Source: an optimization exercise on an open RTL-to-GDS flow (aim: small area and a short achievable clock period). Production flows keep margins and buffers that such runs may drop. In this exercise RTL edits were held to simulation tests only and were not proved equivalent to the original. Power is estimated from default activity; no workload was simulated.

==> flow/design.v (excerpt) <==
module fir_sym_top (
  input  logic                 clk,
  input  logic                 rst_n,
  input  logic                 in_valid,
  input  fir_pkg::sample_t     in_data,
  input  logic                 coef_wr,
  input  fir_pkg::coef_addr_t  coef_addr,
  input  fir_pkg::coef_t       coef_data,
  output logic                 out_valid,
  output fir_pkg::acc_t        out_data
);
  fir_pkg::sample_t in_q;
  logic             in_vq, rst_q;
  always_ff @(posedge clk) begin
    in_q  <= in_data;
    rst_q <= ~rst_n;
    if (!rst_n) begin
      in_vq <= 1'b0;
    end else begin
      in_vq <= in_valid;
    end
  end
  fir_pkg::sample_t [fir_pkg::NUM_TAPS-1:0] taps;
  logic tap_load, tap_keep;
  fir_pkg::sample_t [fir_pkg::NUM_TAPS-1:0] taps_d;
  assign tap_load = ~rst_q & in_vq;
  assign tap_keep = ~rst_q & ~in_vq;
  for (genvar i = 0; i < fir_pkg::NUM_TAPS * fir_pkg::SAMPLE_W; i++) begin : g_tap
    ld_or_keep u_next (
      .load (tap_load),
      .d    (i < fir_pkg::SAMPLE_W ? in_q[i % fir_pkg::SAMPLE_W]
                                   : taps[(i / fir_pkg::SAMPLE_W) - 1][i % fir_pkg::SAMPLE_W]),
      .keep (tap_keep),
      .q    (taps[i / fir_pkg::SAMPLE_W][i % fir_pkg::SAMPLE_W]),
      .y    (taps_d[i / fir_pkg::SAMPLE_W][i % fir_pkg::SAMPLE_W])
    );
  end
  always_ff @(posedge clk) begin
    taps <= taps_d;
  end
  logic [fir_pkg::NUM_COEF-1:0][24:0] digits, digits_d;
  logic [24:0] wr_digits;
  logic [fir_pkg::NUM_COEF-1:0] wr_sel, coef_load, coef_keep, coef_loadn, coef_keepn;
  coef_wr_sel i_coef_wr_sel (
    .coef_wr   (coef_wr),
    .coef_addr (coef_addr),
    .wr_sel    (wr_sel)
  );
  fir_booth_enc i_wr_enc (
    .c    (coef_data),
    .onen (wr_digits[7:0]),
    .twon (wr_digits[15:8]),
    .neg  (wr_digits[23:16]),
    .topn (wr_digits[24])
  );
  assign coef_load  = {fir_pkg::NUM_COEF{rst_n}} & wr_sel;
  assign coef_keep  = {fir_pkg::NUM_COEF{rst_n}} & ~wr_sel;
  assign coef_loadn = ~coef_load;
  assign coef_keepn = ~coef_keep;
  for (genvar k = 0; k < fir_pkg::NUM_COEF; k++) begin : g_coef
    for (genvar j = 0; j < 25; j++) begin : g_bit
      if (j >= 16 && j < 24) begin : g_clr
        ld_or_keep u_next (
          .load (coef_load[k]),
          .d    (wr_digits[j]),
          .keep (coef_keep[k]),
          .q    (digits[k][j]),
  ...
==> flow/config.mk <==
export PLATFORM = sky130hd
export DESIGN_NAME = fir_sym_top
export DESIGN_NICKNAME = fir_sym_top
export VERILOG_FILES = /design/flow/design.v
export SDC_FILE = /design/flow/constraint.sdc
export NUM_CORES = 4
export LEC_CHECK = 0
export CAP_MARGIN = 50
export CORE_MARGIN = 2
export CORE_UTILIZATION = 55
export CTS_CLUSTER_DIAMETER = 90
export CTS_CLUSTER_SIZE = 18
export PLACE_DENSITY = 0.72
export SLEW_MARGIN = 70
export SYNTH_HIERARCHICAL = 1
==> flow/constraint.sdc <==
create_clock -name core_clock -period 9.0 [get_ports {clk}]
set_input_delay 1.8000 -clock core_clock [delete_from_list [all_inputs] [get_ports {clk}]]
set_output_delay 1.8000 -clock core_clock [all_outputs]
set_load 0.01 [all_outputs]
standard.sh (not shown) runs the stock make flow with config.mk's settings and CLKGATE_MAP_FILE= SYNTH_SCRIPT=/design/flow/synth_recipe.tcl, a recipe that flattens the netlist after the stock synthesis.
==> flow/flow/run.sh <==
#!/bin/bash
# The standard layout (standard.sh: the standard synthesis, then ORFS from
# floorplan to finish) with two changes passed to make:
#  - the input and output ports get sky130_fd_sc_hd__buf_2 buffers instead
#    of the cell buffer_ports picks by itself (a clkdlybuf4s50_1 delay
#    cell); every port still gets one;
#  - timing repair aims for 3.4 ns (setup margin 5.6 ns at the 9 ns clock)
#    instead of stopping once the 9 ns clock is met.
# Everything else, including the clock period and constraints, is the
# standard flow's. The full make output is in standard.log.
set -euo pipefail
bash standard.sh "BUFFER_PORTS_ARGS=-buffer_cell sky130_fd_sc_hd__buf_2" \
  SETUP_SLACK_MARGIN=5.6 finish > standard.log 2>&1
Change:
- CAP_MARGIN: 50 -> 20
- CTS_CLUSTER_DIAMETER: 90 -> 110
- CTS_CLUSTER_SIZE: 18 -> 26
- SLEW_MARGIN: 70 -> 30
Outcome: The new run completed without violations. Maximum frequency fell slightly. Die area stays the same. Count of clock-buffer cells in the layout fell by 66. Worst setup slack degrades by 0.068 ns. Via count fell slightly. Sequential cell count stays the same. Design area fell slightly. Global-route usage fell by 0.31 points.
Change:
==> flow/run.sh (new file) <==
#!/bin/bash
# synth_recipe.tcl (not shown) runs the flow's synth.tcl, then flattens the netlist and writes it again
# the make line also repeats each setting of config.mk as NAME=value (left out here)
make -C /OpenROAD-flow-scripts/flow DESIGN_CONFIG=/design/flow/config.mk WORK_HOME=/design/flow/orfs CLKGATE_MAP_FILE= SYNTH_SCRIPT=/design/flow/synth_recipe.tcl finish
- CAP_MARGIN: 20 -> 50
- CTS_CLUSTER_DIAMETER: 110 -> unset
- CTS_CLUSTER_SIZE: 26 -> unset
- SLEW_MARGIN: 30 -> 70
removed: flow/flow/run.sh
removed: flow/standard.sh
Setup slack is worse by 0.31 ns.
Final area is higher by 4.1%.
Utilization is higher by 2.5 points.
Power is higher by 17%.
Clock-buffer cell count is higher by 134.
Via count is higher by 3.8%.
Worst hold slack is worse by 0.0074 ns.
Combinational power is lower by about 3%.
Die area does not change.
Sequential cell count stays the same.
Clock power is higher by 86%.

the previous run:
fir_sym_top again, from the RTL that the note above started with.
clock: 9.0 ns
lec_check: 0
cap_margin: 50
core_margin: 2
core_utilization: 40
slew_margin: 70
synth_hierarchical: 1
run.sh (not shown) runs the stock make flow with config.mk's settings and CLKGATE_MAP_FILE= SYNTH_SCRIPT=/design/flow/synth_recipe.tcl, a recipe that flattens the netlist after the stock synthesis.
Stock flow here: none of the scripts above is used.
[inputs] the current run vs the previous run
- changing CORE_UTILIZATION from 40 to 55
- setting PLACE_DENSITY to 0.72 for the first time
==> flow/flow/run.sh (new file) <==
#!/bin/bash
# The standard layout (standard.sh: the standard synthesis, then ORFS from
# floorplan to finish) with two changes passed to make:
#  - the input and output ports get sky130_fd_sc_hd__buf_2 buffers instead
#    of the cell buffer_ports picks by itself (a clkdlybuf4s50_1 delay
#    cell); every port still gets one;
#  - timing repair aims for 3.4 ns (setup margin 5.6 ns at the 9 ns clock)
#    instead of stopping once the 9 ns clock is met.
# Everything else, including the clock period and constraints, is the
# standard flow's. The full make output is in standard.log.
set -euo pipefail
bash standard.sh "BUFFER_PORTS_ARGS=-buffer_cell sky130_fd_sc_hd__buf_2" \
  SETUP_SLACK_MARGIN=5.6 finish > standard.log 2>&1
==> flow/standard.sh (new file) <==
#!/bin/bash
# synth_recipe.tcl (not shown) runs the flow's synth.tcl, then flattens the netlist and writes it again
# the make line also repeats each setting of config.mk as NAME=value (left out here)
make -C /OpenROAD-flow-scripts/flow DESIGN_CONFIG=/design/flow/config.mk WORK_HOME=/design/flow/orfs CLKGATE_MAP_FILE= SYNTH_SCRIPT=/design/flow/synth_recipe.tcl "${@:-finish}"
removed: flow/run.sh
[summary]
- Summary — area of the core, the current run relative to the previous run: lower, by 27%.
- Between the previous run and the current run, count of cells resized by post-cts repair is lower for the previous run, the current run comes in above that.
- Compared with the previous run, the current run shows a higher power density of the placed cells.

[what the ideal ports hide]
How much do the figures lean on ideal ports? The routed layouts below were timed once more, with nothing changed but the port constraints. Step 1, drivers: a clkbuf_16 drives clk and a buf_2 each remaining input, both assumed. Step 2 also shifts input and output timing later by t, the mid clock arrival at the registers, as if the neighbouring blocks saw the same clock. Three values: no drivers, after step 1, after step 2; two values: the first two.
run | t (ns) | slack for setup (ns) | worst hold slack (ns) | clock arrival spread, ns | worst register clock-pin slew, ns
the first run of note 1 | 0.844 | 5.522 / 5.522 / 5.522 | 0.331 / 0.331 / 0.331 | 0.078 / 0.078 | 0.09 / 0.09
the second run of note 1 | 0.846 | 5.454 / 5.454 / 5.301 | 0.335 / 0.335 / 0.335 | 0.054 / 0.054 | 0.12 / 0.12
the third run of note 1 | 0.910 | 5.149 / 5.149 / 5.149 | 0.328 / 0.328 / 0.328 | 0.057 / 0.057 | 0.08 / 0.08
the previous run | 0.930 | 5.153 / 5.153 / 5.153 | 0.327 / 0.327 / 0.327 | 0.075 / 0.075 | 0.08 / 0.08
the current run | 0.917 | 5.510 / 5.510 / 5.510 | 0.325 / 0.325 / 0.325 | 0.056 / 0.056 | 0.07 / 0.07
After both steps every run listed still meets setup and hold. The setup slack of the second run of note 1, which loses most, moves by 0.000 ns with the drivers and by -0.153 ns with both steps.
